What follows belongs to an exercise in optimizing a design on an open flow for small area, a short achievable clock period and few clock cycles per item; a production flow would make more cautious choices.
No run shown here included a check of the RTL's function; only the layout flow was run.
Power figures rest on the tool's default switching activity, not on a simulated workload.

`design/flow/design.v`:
```
package pcie_tlp_pkg;
    typedef logic [63:0] qword_t;          
    typedef logic [31:0] dword_t;          
    typedef logic [63:0] pcie_addr_t;      
    typedef logic [15:0] requester_id_t;   
    localparam int TLP_LEN_W = 10;         
    typedef logic [TLP_LEN_W-1:0] tlp_len_t;
    typedef enum logic [7:0] {
        MRD32          = 8'h00,   
        MWR32_3DW      = 8'h40,   
        MWR64_4DW_DATA = 8'h60    
    } tlp_fmt_type_e;
    localparam int       TLP_TAG_W     = 8;          
    localparam tlp_len_t MWR_LENGTH_DW = 10'd2;      
    localparam logic [3:0] FULL_BE     = 4'hF;       
    localparam int       NOTIFY_BEATS  = 3;          
    localparam tlp_len_t RX_LENGTH_DW  = 10'd1;
endpackage
package dma_regs_pkg;
    localparam int NUM_CHANNELS = 4;
    localparam int CHAN_SEL_W   = $clog2(NUM_CHANNELS);
    typedef logic [2:0] chan_idx_t;              
    typedef logic [CHAN_SEL_W-1:0] chan_sel_t;   
    typedef enum logic [1:0] {
        REG_ADDR_LO  = 2'd0,   
        REG_ADDR_HI  = 2'd1,   
        REG_DOORBELL = 2'd2,   
        REG_NONE     = 2'd3    
    } reg_sel_e;
    localparam int BAR_CHAN_MSB = 6;
    localparam int BAR_CHAN_LSB = 4;
    localparam int BAR_SEL_MSB  = 3;
    localparam int BAR_SEL_LSB  = 2;
    localparam int RING_BYTES    = 4096;
    localparam int NOTIFY_STRIDE = 8;            
    typedef logic [$clog2(RING_BYTES)-1:0] ring_off_t;
    typedef logic [31:0] seq_t;
endpackage
module pcie_notify_endpoint
(
    input  logic       trn_clk,
    input  logic       reset,
    input  pcie_tlp_pkg::qword_t     trn_rd,
    input  logic       trn_rsof_n,
    input  logic       trn_reof_n,
    input  logic       trn_rsrc_rdy_n,
    input  logic [6:0] trn_rbar_hit_n,
    output logic       trn_rdst_rdy_n,
    output pcie_tlp_pkg::qword_t     trn_td,
    output logic [7:0] trn_trem_n,
    output logic       trn_tsof_n,
    output logic       trn_teof_n,
    output logic       trn_tsrc_rdy_n,
    input  logic       trn_tdst_rdy_n,
    input  logic [7:0] cfg_bus_number,
    input  logic [4:0] cfg_device_number,
    input  logic [2:0] cfg_function_number
);
    localparam int NCH = 4;
    function automatic logic [31:0] inc32(input logic [31:0] x);
        logic [31:0] p;
        p = x;
        for (int d = 1; d < 32; d = d * 2) begin
            for (int i = 31; i >= d; i--) p[i] = p[i] & p[i - d];
        end
        inc32[0] = !x[0];
        for (int i = 1; i < 32; i++) inc32[i] = x[i] ^ p[i - 1];
    endfunction
    function automatic logic [8:0] inc9(input logic [8:0] x);
        logic [8:0] p;
        p = x;
        for (int d = 1; d < 9; d = d * 2) begin
            for (int i = 8; i >= d; i--) p[i] = p[i] & p[i - d];
        end
        inc9[0] = !x[0];
        for (int i = 1; i < 9; i++) inc9[i] = x[i] ^ p[i - 1];
    endfunction
    assign trn_rdst_rdy_n = 1'b0;     
    assign trn_trem_n     = 8'h00;    
    logic        beat;
    logic        hdr_good;    
    logic        acc;         
    logic [1:0]  ch_in;
    logic [1:0]  sel_in;
    logic [31:0] wdata;       
    logic        clr;         
    logic [NCH-1:0] db_now;   
    logic        db_in;       
    assign beat = !trn_rsrc_rdy_n;
    always_ff @(posedge trn_clk) begin
        if (reset) begin
            hdr_good <= 1'b0;
        end else if (beat) begin
            hdr_good <= !trn_rsof_n && trn_reof_n && !trn_rbar_hit_n[0] &&
                        (trn_rd[63:56] == 8'h40) && (trn_rd[41:32] == 10'd1);
        end
    end
    assign acc    = hdr_good && beat && !trn_reof_n && trn_rsof_n && !trn_rd[38];
    assign ch_in  = trn_rd[37:36];
    assign sel_in = trn_rd[35:34];
    assign wdata  = wdata_q & {32{!clr}};
    assign db_in  = acc && (sel_in == 2'd2);
    logic [31:0] wdata_q;
    logic        wr_q;        
    logic [1:0]  ch_q;
    logic [1:0]  sel_q;
    logic [NCH-1:0] we_lo, we_hi, we_db;
    always_ff @(posedge trn_clk) begin
        wdata_q <= trn_rd[31:0];
        ch_q    <= ch_in;
        sel_q   <= sel_in;
        wr_q    <= acc && !reset;
        clr     <= reset;
    end
    for (genvar c = 0; c < NCH; c++) begin : g_dec
        assign db_now[c] = db_in && (ch_in == 2'(c));
        assign we_lo[c]  = wr_q && (ch_q == 2'(c)) && (sel_q == 2'd0);
        assign we_hi[c]  = wr_q && (ch_q == 2'(c)) && (sel_q == 2'd1);
        assign we_db[c]  = wr_q && (ch_q == 2'(c)) && (sel_q == 2'd2);
    end
    logic [63:3] base [NCH];
    logic [8:0]  lo   [NCH];
    logic        cy   [NCH];
    logic [31:0] seq  [NCH];
    logic [31:0] db   [NCH];
    logic [NCH-1:0] pend;     
    logic        tvalid_n;    
    logic        tsof_n;
    logic        teof_n;
    logic [63:0] td;
    logic [1:0]  ch_cur;      
    logic [NCH-1:0] ch_oh;    
    logic [NCH-1:0] ch_ohb;   
    logic [NCH-1:0] ch_ohn;   
    logic        upd;         
    logic        upd_a;       
    logic [63:3] base_c;
    logic [8:0]  lo_c;
    logic        cy_c;
    logic [31:0] seq_c;
    logic [31:0] db_c;
    always_comb begin
        base_c = '0;
        lo_c   = '0;
        cy_c   = 1'b0;
        seq_c  = '0;
        db_c   = '0;
        for (int c = 0; c < NCH; c++) begin
            base_c = base_c | (base[c] & {{26{ch_oh[c]}}, {35{ch_ohb[c]}}});
            lo_c   = lo_c   | (lo[c]   & {9{ch_ohb[c]}});
            cy_c   = cy_c   | (cy[c]   & ch_ohb[c]);
            seq_c  = seq_c  | (seq[c]  & ~{32{ch_ohn[c]}});
            db_c   = db_c   | (db[c]   & ~{32{ch_ohn[c]}});
        end
    end
    logic [12:0] blk_c;
    always_comb begin
        blk_c = '0;
        for (int c = 0; c < NCH; c++) begin
            for (int j = 0; j < 13; j++) begin
                blk_c[j] = blk_c[j] | ((&base[c][12 + 4 * j +: 4]) & (j >= 7 ? ch_oh[c] : ch_ohb[c]));
            end
        end
    end
    logic [63:12] addr_hi;
    always_comb begin
        logic [13:0] bc;     
        logic        k;
        bc[0] = cy_c;
        for (int j = 0; j < 13; j++) bc[j + 1] = bc[j] & blk_c[j];
        for (int j = 0; j < 13; j++) begin
            k = 1'b1;        
            for (int b = 0; b < 4; b++) begin
                addr_hi[12 + 4 * j + b] = base_c[12 + 4 * j + b] ^ (bc[j] & k);
                k = k & base_c[12 + 4 * j + b];
            end
        end
    end
    logic [8:0]  lo_nx;
    logic [31:0] seq_nx;
    assign lo_nx  = inc9(lo_c);
    assign seq_nx = inc32(td[63:32]) & {32{!clr}};    
    for (genvar c = 0; c < NCH; c++) begin : g_ch
        logic adv_c;      
        logic step_c;     
        assign adv_c  = upd && ch_oh[c];
        assign step_c = upd_a && ch_oh[c];
        always_ff @(posedge trn_clk) begin
            if (clr || we_lo[c]) base[c][31:3]  <= wdata[31:3];
            if (clr || we_hi[c]) base[c][63:32] <= wdata;
            if (clr || adv_c)    seq[c]         <= seq_nx;
            if (we_db[c])          db[c]          <= wdata_q;
        end
        always_ff @(posedge trn_clk) begin
            if (clr) begin
                lo[c] <= '0;
                cy[c] <= 1'b0;
            end else if (we_lo[c]) begin
                lo[c] <= wdata_q[11:3];
                cy[c] <= 1'b0;
            end else if (we_hi[c]) begin
                lo[c] <= base[c][11:3];
                cy[c] <= 1'b0;
            end else begin
                if (step_c) lo[c] <= lo_nx;
                if (adv_c)  cy[c] <= cy[c] ? (lo[c] != base[c][11:3])
                                           : ((lo[c] == 9'd0) && (base[c][11:3] != 9'd0));
            end
        end
    end
    logic        adv;         
    logic        any_pend;
    logic [1:0]  rr_ch;       
    logic [1:0]  nxt_ch;
    logic        start;       
    logic        head;        
    logic [63:0] addr_q;
    logic [63:0] hdr_q;
    assign adv      = tvalid_n || !trn_tdst_rdy_n;
    assign any_pend = |pend;
    assign head     = adv && (tvalid_n || !teof_n);
    assign start    = any_pend || db_in;
    always_comb begin
        logic [NCH-1:0] r;    
        case (ch_cur)
            2'd0:    r = {pend[0], pend[3], pend[2], pend[1]};
            2'd1:    r = {pend[1], pend[0], pend[3], pend[2]};
            2'd2:    r = {pend[2], pend[1], pend[0], pend[3]};
            default: r = {pend[3], pend[2], pend[1], pend[0]};
        endcase
        casez (r)
            4'b???1: rr_ch = ch_cur ^ {ch_cur[0], 1'b1};     
            4'b??10: rr_ch = ch_cur ^ 2'd2;                   
            4'b?100: rr_ch = ch_cur ^ {!ch_cur[0], 1'b1};    
            default: rr_ch = ch_cur;
        endcase
    end
    assign nxt_ch = any_pend ? rr_ch : ch_in;
    assign addr_q = {addr_hi, lo_c, 3'b000};
    assign hdr_q  = {8'h60, 14'd0, 10'd2, cfg_bus_number, cfg_device_number, cfg_function_number,
                     6'd0, nxt_ch, 8'hFF};
    logic [63:0] nb;
    always_comb begin
        if (!tvalid_n && !tsof_n)      nb = addr_q;
        else if (!tvalid_n && teof_n)  nb = {seq_c, db_c};
        else                           nb = hdr_q;
    end
    always_ff @(posedge trn_clk) begin
        td <= (nb & {64{adv}}) | (td & {64{!adv}});
    end
    always_ff @(posedge trn_clk) begin
        if (reset) begin
            tvalid_n <= 1'b1;
            tsof_n   <= 1'b1;
            teof_n   <= 1'b1;
            ch_cur   <= 2'd0;
            ch_oh    <= 4'b0001;
            ch_ohb   <= 4'b1110;     
            ch_ohn   <= 4'b1110;
            upd      <= 1'b0;
            upd_a    <= 1'b0;
            pend     <= '0;
        end else begin
            upd   <= adv && !tvalid_n && tsof_n && teof_n;
            upd_a <= adv && !tvalid_n && !tsof_n;
            if (adv) begin
                if (!tvalid_n && !tsof_n) begin
                    tsof_n <= 1'b1;
                end else if (!tvalid_n && teof_n) begin
                    teof_n <= 1'b0;
                end else begin
                    tvalid_n <= !start;
                    tsof_n   <= !start;
                    teof_n   <= 1'b1;
                end
            end
            if (head && start) begin
                ch_cur <= nxt_ch;
                for (int c = 0; c < NCH; c++) begin
                    ch_oh[c]  <= (nxt_ch == 2'(c));
                    ch_ohb[c] <= (nxt_ch == 2'(c));
                    ch_ohn[c] <= (nxt_ch != 2'(c));
                end
            end
            for (int c = 0; c < NCH; c++) begin
                if (head && start && nxt_ch == 2'(c)) pend[c] <= 1'b0;
                else if (db_now[c] && !(head && !any_pend)) pend[c] <= 1'b1;
            end
        end
    end
    assign trn_td         = td;
    assign trn_tsof_n     = tsof_n;
    assign trn_teof_n     = teof_n;
    assign trn_tsrc_rdy_n = tvalid_n;
endmodule
```
`design/flow/flow/run.sh`:
```
#!/bin/bash
# Standard layout, with the port buffers inserted as sky130_fd_sc_hd__buf_4
# instead of the resizer's default pick (a delay buffer that the footprint-
# matched timing repair can then not trade for a faster one).
set -euo pipefail
export BUFFER_PORTS_ARGS="-buffer_cell sky130_fd_sc_hd__buf_4"
bash standard.sh > standard_flow.log 2>&1
```
`design/flow/standard.sh`:
```
#!/bin/bash
# synth_recipe.tcl (not shown) runs the flow's synth.tcl, then flattens the netlist and writes it again
# the make line also repeats each setting of config.mk as NAME=value (left out here)
make -C /OpenROAD-flow-scripts/flow DESIGN_CONFIG=/design/flow/config.mk WORK_HOME=/design/flow/orfs CLKGATE_MAP_FILE= SYNTH_SCRIPT=/design/flow/synth_recipe.tcl "${@:-finish}"
```
`design/flow/config.mk`:
```
export PLATFORM = sky130hd
export DESIGN_NAME = pcie_notify_endpoint
export DESIGN_NICKNAME = pcie_notify_endpoint
export VERILOG_FILES = /design/flow/design.v
export SDC_FILE = /design/flow/constraint.sdc
export NUM_CORES = 4
export LEC_CHECK = 0
export ABC_CLOCK_PERIOD_IN_PS = 2000
export CAP_MARGIN = 20
export CORE_MARGIN = 2
export CORE_UTILIZATION = 40
export PLACE_DENSITY = 0.6
export SETUP_SLACK_MARGIN = 3.65
export SLEW_MARGIN = 20
export TNS_END_PERCENT = 100
```
`design/flow/constraint.sdc`:
```
create_clock -name core_clock -period 6.0 [get_ports {trn_clk}]
set_input_delay 1.2000 -clock core_clock [delete_from_list [all_inputs] [get_ports {trn_clk}]]
set_output_delay 1.2000 -clock core_clock [all_outputs]
set_load 0.01 [all_outputs]
```
==> results of run 1 <==
flip-flops by register name (all words and copies together), names as in the netlist, 32 cells and up, named ones only:
| name | flops |
|---|---|
| lo | 36 |
| db | 128 |
| base | 244 |
| wdata_q | 32 |
| seq | 128 |
power breakdown:
part	internal, mW	leakage, nW	switching, mW	total (mW)
clock	2.31	1.05	1.79	4.11
sequential	5.21	6.36	0.127	5.34
combinational	0.163	5.02	0.250	0.413
routing by layer:
metal	wire, um	vias up
met5	0	-
met4	2350	0
met3	6580	144
met2	40800	895
met1	34800	9739
li1	-	8450
final cells by class:
type / instances / area [um2] / area share (%)
clock inverter: 31 / 201 / 0.583
timing repair buffer: 324 / 3000 / 8.67
inverter: 15 / 78.8 / 0.228
clock buffer: 96 / 1930 / 5.60
multi-input combinational: 1230 / 9220 / 26.7
tap: 873 / 1090 / 3.16
sequential: 666 / 19000 / 55.1
synthesized netlist by cell type, types with 6 or more instances:
cell | n | area share (%)
edfxtp_1 | 564 | 62
a22oi_1 | 196 | 5.4
nand2_1 | 143 | 2.0
nor2_1 | 117 | 1.6
a21oi_1 | 104 | 1.9
dfxtp_1 | 102 | 7.5
nand3_1 | 70 | 1.3
clkbuf_1 | 62 | 0.85
xnor2_1 | 56 | 1.8
nand4_1 | 43 | 0.98
nor2b_1 | 40 | 0.92
xor2_1 | 40 | 1.3
a21o_1 | 34 | 0.93
a221oi_1 | 34 | 1.1
and3_1 | 30 | 0.69
nor3_1 | 27 | 0.49
o21ai_0 | 26 | 0.48
buf_2 | 25 | 0.46
nor4_1 | 20 | 0.46
a211oi_1 | 19 | 0.52
a22o_1 | 19 | 0.61
ha_1 | 15 | 0.69
mux2i_1 | 15 | 0.55
buf_1 | 14 | 0.19
o22ai_1 | 14 | 0.32
and2_1 | 13 | 0.30
inv_1 | 12 | 0.16
a31o_2 | 11 | 0.35
buf_4 | 11 | 0.30
o211ai_1 | 11 | 0.30
a31oi_1 | 10 | 0.23
or3_1 | 10 | 0.23
and2_0 | 9 | 0.21
nand2b_1 | 8 | 0.18
o21bai_1 | 8 | 0.22
o221ai_1 | 8 | 0.26
a2111oi_0 | 6 | 0.19
a221o_1 | 6 | 0.22
tightest hold or removal path: stages (launching register included):
cell and delay [ps]:
dfxtp_1 320, nand2_1 60, nor2_1 40
what timing repair did:
item,4_1_cts,5_1_grt
pin swaps,43,55
gates cloned,8,0
gates resized for setup,253,131
setup endpoints to repair,570,336
setup buffers,105,35
cell families (layout without fill, tap and decap cells):
kind of cell             after synthesis  after routing  synth area share (%)
XOR/XNOR                              96             96                  3.08
adder cells (fa/ha/maj)               15             15                 0.687
AND/OR/NAND/NOR                      568            570                  10.6
multiplexers                          18             18                 0.673
AO/OA/AOI/OAI                        522            522                  13.5
buffers and inverters                128            466                  2.05
other                                  1              9                0.0137
flip-flops                           666            666                  69.4
how the worst max path moves through the flow:
stage	start	end
floorplan	sel_q[0]	db[1][0]
global placement	ch_ohb[0]	flip-flop
detailed placement	ch_ohb[0]	flip-flop
CTS	ch_ohb[3]	flip-flop
global route	ch_ohb[0]	flip-flop
finish	ch_ohb[2]	flip-flop
==> summary.txt, run 1 <==
Total GRT Usage: 23.5%
Met3 Use GR: 4.00%
Clk pin slew, worst setup/hold paths: 70 ps
Num CTS Buffers: 71
Final setup violation count: 0
Final slew viol count: 0
First-pass GRT wire length: 123 mm
Post-DRT Antenna Nets: 0
Synth Instances: 2014
CTS Buffer Depth: 3
Clock H-tree levels: 3
Final core utilization: 51.3%
GRT busiest layer: met2
Met1 Use GR: 31.7%
Fillers: 5554
GPL Wtd Cong: 0.926
Dpl cells: 2960
Detailed placer's ending HPWL: 50.7 mm
Vias in the first global route: 19000
CORE AREA: 67400 um2
CP max-delay cell: o41a_4
Worst setup SP type: flip-flop
HP Class: flip-flop to flip-flop
Die height: 265 um
Initial antenna violation count: 0
Status: finished clean
Mean post-synth cell area: 13.6 um2
First-pass iteration count of the detailed router: 5
Final WL: 84.5 mm
Hold_buf cts: 0
CTS tree: done
Die area: 70400 um2
ANT cells: 0
Max transition margin: 24.6%
Worst hold start: hdr_good
Power Density: 285 nW/um2
Vias per inst: 5.94
Worst VDD drop: 0.174 mV
Number of synthesized register bits: 666
Leading cell type in the layout, fill and taps excluded: edfxtp_1
Starting DRT DRC Count: 2200
Syn-to-layout area delta: 26.4%
RR Startpoint: ch_ohb[2]
R2R setup slack: 3420 ps
Worst endpoint required time: 6310 ps
Sequential area share after synthesis: 69.4%
Yosys cell types: 70
Period Utilization, post-route: 43.0%
Critical Path Stages: 13
Worst Path Max Fanout: 5
Clk_skew: 24.2 ps
Average wire per standard cell: 26.1 um
Setup crit end kind: flip-flop
Worst EP arrival: 2890 ps
Period minus WS final: 2580 ps
Grt total ovfl: 0
WS Path Type: flip-flop to flip-flop
Final Instance Area: 34500 um2
Pre-CTS setup slack: 2570 ps
Die Wd: 265 um
Unrepaired setup endpoints after global routing: true
CTS sink cnt: 666
IO Count: 169
Actual slew at the worst max-slew pin: 1130 ps
Critical path, cell by cell: buf_12, nand2_4, nor2_2, o41a_4, buf_12, nand2_4, buf_6, buf_6, nor3_4, buf_6, ha_4, xnor2_4, a22oi_1
Largest net degree at the start of global routing: 55
Total power: 9.86 mW
Min setup slack post-route: 3420 ps
Layout Nets: 2416
Fin. Hold Viols: 0
Initial Utilization: 40.5%
CP top delay family: buffers and inverters
Worst Hold End: wr_q
Met2 GRT Util: 38.6%
Ys async rst share: 0%
CP dominant cell by count: buf_6
Post-synth EDFFs: 564
Maxcap violations: 0
Port bufs: 139
Mapped Area: 27300 um2
Setup TNS: 0 ps
Vias: 19200
Lkg Pwr: 12.4 nW
Post-DP Area: 29400 um2
Fmax: 388 MHz
Yosys warning count: 6
Hold Worst Slack: 461 ps
WP buf/inv: 5
Worst path max stage delay: 520 ps
DRC: 0
Fraction of layout cells with a size suffix above 1: 27.3%
Root buffer cell: clkbuf_16
Worst hold stages: 2
R2R depth: 13
Site Rows: 95
Post-route insts no fill: 3235
Top_reg_cell synth: edfxtp_1
Worst-Skew Late Latency: 610 ps
Most frequent cells in the layout: edfxtp_1 (564), buf_4 (224), a22oi_1 (188), nand2_1 (124), nor2_1 (93)
==> run 2, diff against run 1 <==
--- a/design/flow/config.mk
+++ b/design/flow/config.mk
@@ -11,5 +11,5 @@
 export CORE_UTILIZATION = 40
 export PLACE_DENSITY = 0.6
-export SETUP_SLACK_MARGIN = 3.65
+export SETUP_SLACK_MARGIN = 3.5
 export SLEW_MARGIN = 20
 export TNS_END_PERCENT = 100
==> run 2 against run 1 <==
Sequential share of layout area is 2.6 points higher. Synthesized cell count did not move. Via count shrank 2.0%. Clock power increased by 4%. Final area fell by 4.6%. Power is 1.3% higher. Non-clock buffer count down 78. Area after synthesis unchanged. Critical path depth down 1. Global-route usage shrank 0.71 points. Combinational power fell by 6.8%. Largest power group unchanged.
==> summary.txt, run 2 <==
Fin. Hold Viols: 0 (unchanged)
ANT cells: 0 (unchanged)
CTS tree: done
Die height: 265 um (unchanged)
CORE AREA: 67400 um2 (unchanged)
Mapped Area: 27300 um2 (unchanged)
IO Count: 169 (unchanged)
Die Wd: 265 um (unchanged)
RR Startpoint: ch_ohb[0]
Commonest cells post-synth: edfxtp_1 (564), a22oi_1 (196), nand2_1 (143)
Ys async rst share: 0% (unchanged)
Layout Nets: 2336 (-3.3%)
Average wire per standard cell: 25.9 um (-0.79%)
CTS sink cnt: 666 (unchanged)
Synth top area share: 62.0% (unchanged)
Setup crit end kind: flip-flop
Maxcap violations: 0 (unchanged)
First-pass iteration count of the detailed router: 5 (unchanged)
Clk_skew: 29.3 ps (+5.11 ps)
Number of synthesized register bits: 666 (unchanged)
Initial Utilization: 40.5% (unchanged)
Final setup violation count: 0 (unchanged)
Compound-Gate Fraction of Synth Area: 13.5% (unchanged)
Clk pin slew, worst setup/hold paths: 60 ps (about the same)
Largest net degree at the start of global routing: 54 (-1.8%)
Multiplexer area fraction after synthesis: 0.673% (unchanged)
Top_reg_cell synth: edfxtp_1
Syn-to-layout area delta: 20.6%
Most frequent cells in the layout: edfxtp_1 (564), buf_4 (216), a22oi_1 (196), nand2_1 (133), nor2_1 (103)
Post-synth EDFFs: 564 (unchanged)
Worst hold start: hdr_good
DRC: 0 (unchanged)
Vias in the first global route: 18900 (-0.50%)
Worst Path Max Fanout: 7 (+2)
Dominant cell type by area after synthesis: edfxtp_1
Count leader, synth: edfxtp_1
Worst-Skew Late Latency: 620 ps (about the same)
Int Power: 7.83 mW (+1.8%)
Xor/xnor share of the synthesized area: 3.08% (unchanged)
Final core utilization: 48.9% (-2.4 points)
Critical path, cell by cell: buf_12, buf_12, and2_4, nand4_1, nand4_1, nand2_2, buf_6, nor4_4, buf_6, nand4_1, buf_4, a31o_2
Worst Setup SP: ch_ohb[0]
Min setup slack post-route: 3410 ps (-12.0 ps)
Pre-CTS setup slack: 2530 ps (-42.6 ps)
Synth Area in Adders: 0.687% (unchanged)
Post-DP Area: 29400 um2 (about the same)
Worst path max stage delay: 410 ps (-110 ps)
Clock H-tree levels: 3 (unchanged)
Die area: 70400 um2 (unchanged)
WS Path Type: flip-flop to flip-flop
Total GRT Usage: 22.8% (-0.71 points)
GPL Wtd Cong: 0.928 (+0.13%)
Hold_buf cts: 0 (unchanged)
Vias: 18800 (-2.0%)
Worst VDD drop: 0.178 mV (+2.1%)
Fmax: 386 MHz (-0.46%)
Site Rows: 95 (unchanged)
HP Class: flip-flop to flip-flop
Lkg Pwr: 11.8 nW (-5.2%)
Biggest register: base
CP dominant cell by count: nand4_1
Setup TNS: 0 ps (unchanged)
Detailed placer's ending HPWL: 50.4 mm (-0.64%)
Biggest regs: base: 244 flops, db: 128 flops, seq: 128 flops
R2R depth: 12 (-1)
Synth Instances: 2014 (unchanged)
Fraction of layout cells with a size suffix above 1: 21.3% (-6.0 points)
Worst setup SP type: flip-flop
Final slew viol count: 0 (unchanged)
Worst EP arrival: 2940 ps (+50 ps)
Final WL: 81.8 mm (-3.2%)
Grt total ovfl: 0 (unchanged)
Initial antenna violation count: 1 (+1)
Worst hold stages: 2 (unchanged)
Port bufs: 139 (unchanged)
Clock power frac: 42.7% (+1.0 points)
Fillers: 5703 (+2.7%)
Synth Area in Simple Gates: 10.6% (unchanged)
Actual slew at the worst max-slew pin: 1170 ps (+45.9 ps)
CTS Buffer Depth: 3 (unchanged)
Footprint of the multi-input gates: 8430 um2 (-8.5%)
Starting DRT DRC Count: 2141 (-2.7%)
Worst endpoint required time: 6350 ps (+40 ps)
Post-DRT Antenna Nets: 0 (unchanged)
Total power: 9.99 mW (+1.3%)
Unrepaired setup endpoints after global routing: true
CP max-delay cell: dfxtp_4
Combinational share of power: 3.9% (-0.3 points)
Vias per inst: 5.97 (+0.51%)
Period Utilization, post-route: 43.2% (+0.20 points)
Final Instance Area: 33000 um2 (-4.6%)
Root buffer cell: clkbuf_16
Number of flip-flops under the largest register name: 244 (unchanged)
Top cells by area, synth: edfxtp_1 (62%), dfxtp_1 (7.5%), a22oi_1 (5.4%)
Num CTS Buffers: 70 (-1.4%)
Seq pwr share: 53.4% (-0.7 points)
Net Switching: 2.16 mW (-0.52%)
Sw Share: 21.6% (-0.40 points)
Largest family of logic cells by synthesized area: compound AO/OA/AOI/OAI gates
Mean post-synth cell area: 13.6 um2 (unchanged)
Status: finished clean
Max transition margin: 21.6% (-3.1 points)
Period minus WS final: 2590 ps (+12.0 ps)
FF+latch area: 19000 um2 (about the same)
Leading cell type in the layout, fill and taps excluded: edfxtp_1
Sequential area share after synthesis: 69.4% (unchanged)
First-pass GRT wire length: 120 mm (-2.6%)
Power Density: 303 nW/um2 (+6.2%)
Yosys cell types: 70 (unchanged)
Yosys warning count: 6 (unchanged)
[run 2: changes by cell type in the layout (fill, tap and decap cells not counted), sizes merged]
cell    previous run  this run
buf              321       243
bufinv             1         5
clkbuf            96        89
clkinv            23        29
inv               21        17
or2                9         8
[run 2: timing repair]
action / in CTS / in global routing
setup buffers: 41 / 20
endpoints found under the setup margin: 253 / 215
pin swaps: 14 / 42
resized for setup: 94 / 79
gates cloned: 4 / 1
[run 2: stage by stage]
stage	instances	hold WS (ps)
2_1_floorplan	2022	423
3_3_place_gp	2963	452
3_5_place_dp	2963	450
4_1_cts	3134	463
5_1_grt	3155	474
6_report	3155	464
[run 2: logic make-up after synthesis]
family,count (synthesis)
fa+ha+maj,15
mux,18
simple gates,568
other cells,1
compound gates,522
flops,666
buf+inv,128
xor+xnor,96
[run 2: worst paths after layout]
kind                            slack (ps)        end
worst max-delay path                  3410  flip-flop
worst min register to register         460       wr_q
worst min-delay path                   460       wr_q
worst max register to register        3410  flip-flop
[run 2: power by group through the flow]
stage          combinational [mW]  clock (mW)  sequential (mW)
2_1_floorplan               0.207           0             5.38
3_3_place_gp                0.351           0             5.42
3_5_place_dp                0.355           0             5.43
4_1_cts                     0.365        4.33             5.33
5_1_grt                     0.412        4.50             5.35
6_report                    0.385        4.27             5.33
[run 2: cell type report]
class	instances	share of cell area [%]
Sequential cell	666	57.7
Multi-Input combinational cell	1229	25.6
Timing Repair Buffer	246	6.42
Clock buffer	89	5.78
Tap cell	873	3.31
Clock inverter	37	1.01
Inverter	15	0.197
[run 2: per-layer routing]
| metal | wire length [um] | share of wire, % | GRT usage, % |
|---|---|---|---|
| met1 | 33900 | 41 | 30.9 |
| met2 | 38800 | 47 | 37.3 |
| met3 | 6610 | 8.1 | 3.33 |
| met4 | 2510 | 3.1 | 8.29 |
| met5 | 0 | 0 | 0 |
[run 2: critical path, delay by kind of cell (launching register included)]
kind / cells / cell delay, ps
AO/OA/AOI/OAI: 1 / 210
buffers and inverters: 5 / 760
AND/OR/NAND/NOR: 6 / 920
flip-flops: 1 / 410

## separate check: timing with driven ports
The flow's constraints put no driver on any port. The routed layouts listed below were extracted and timed again, unchanged, in two steps.
Step 1 sets driving cells, clkbuf_16 on the clock port and buf_2 on the other inputs (assumed; they add their load-dependent delay and slew).
Step 2 moves the port delays by t, midway between the first and last clock arrival at a register: inputs arrive t later, outputs are due t later. That takes back most of the time a late clock gives input paths.
Three values: ideal ports, drivers, drivers and shift; two values: the first two.
run	t, ns	setup WS [ns]	worst hold slack (ns)	slew at the worst register clock pin (ns)
run 1	0.661	3.422 / 3.422 / 3.156	0.461 / 0.461 / 0.461	0.07 / 0.07
run 2	0.669	3.410 / 3.410 / 3.075	0.464 / 0.464 / 0.464	0.07 / 0.07
After both steps setup and hold are still met in every run listed. The setup slack of run 2, which loses most, moves by 0.000 ns with the drivers and by -0.335 ns with both steps.
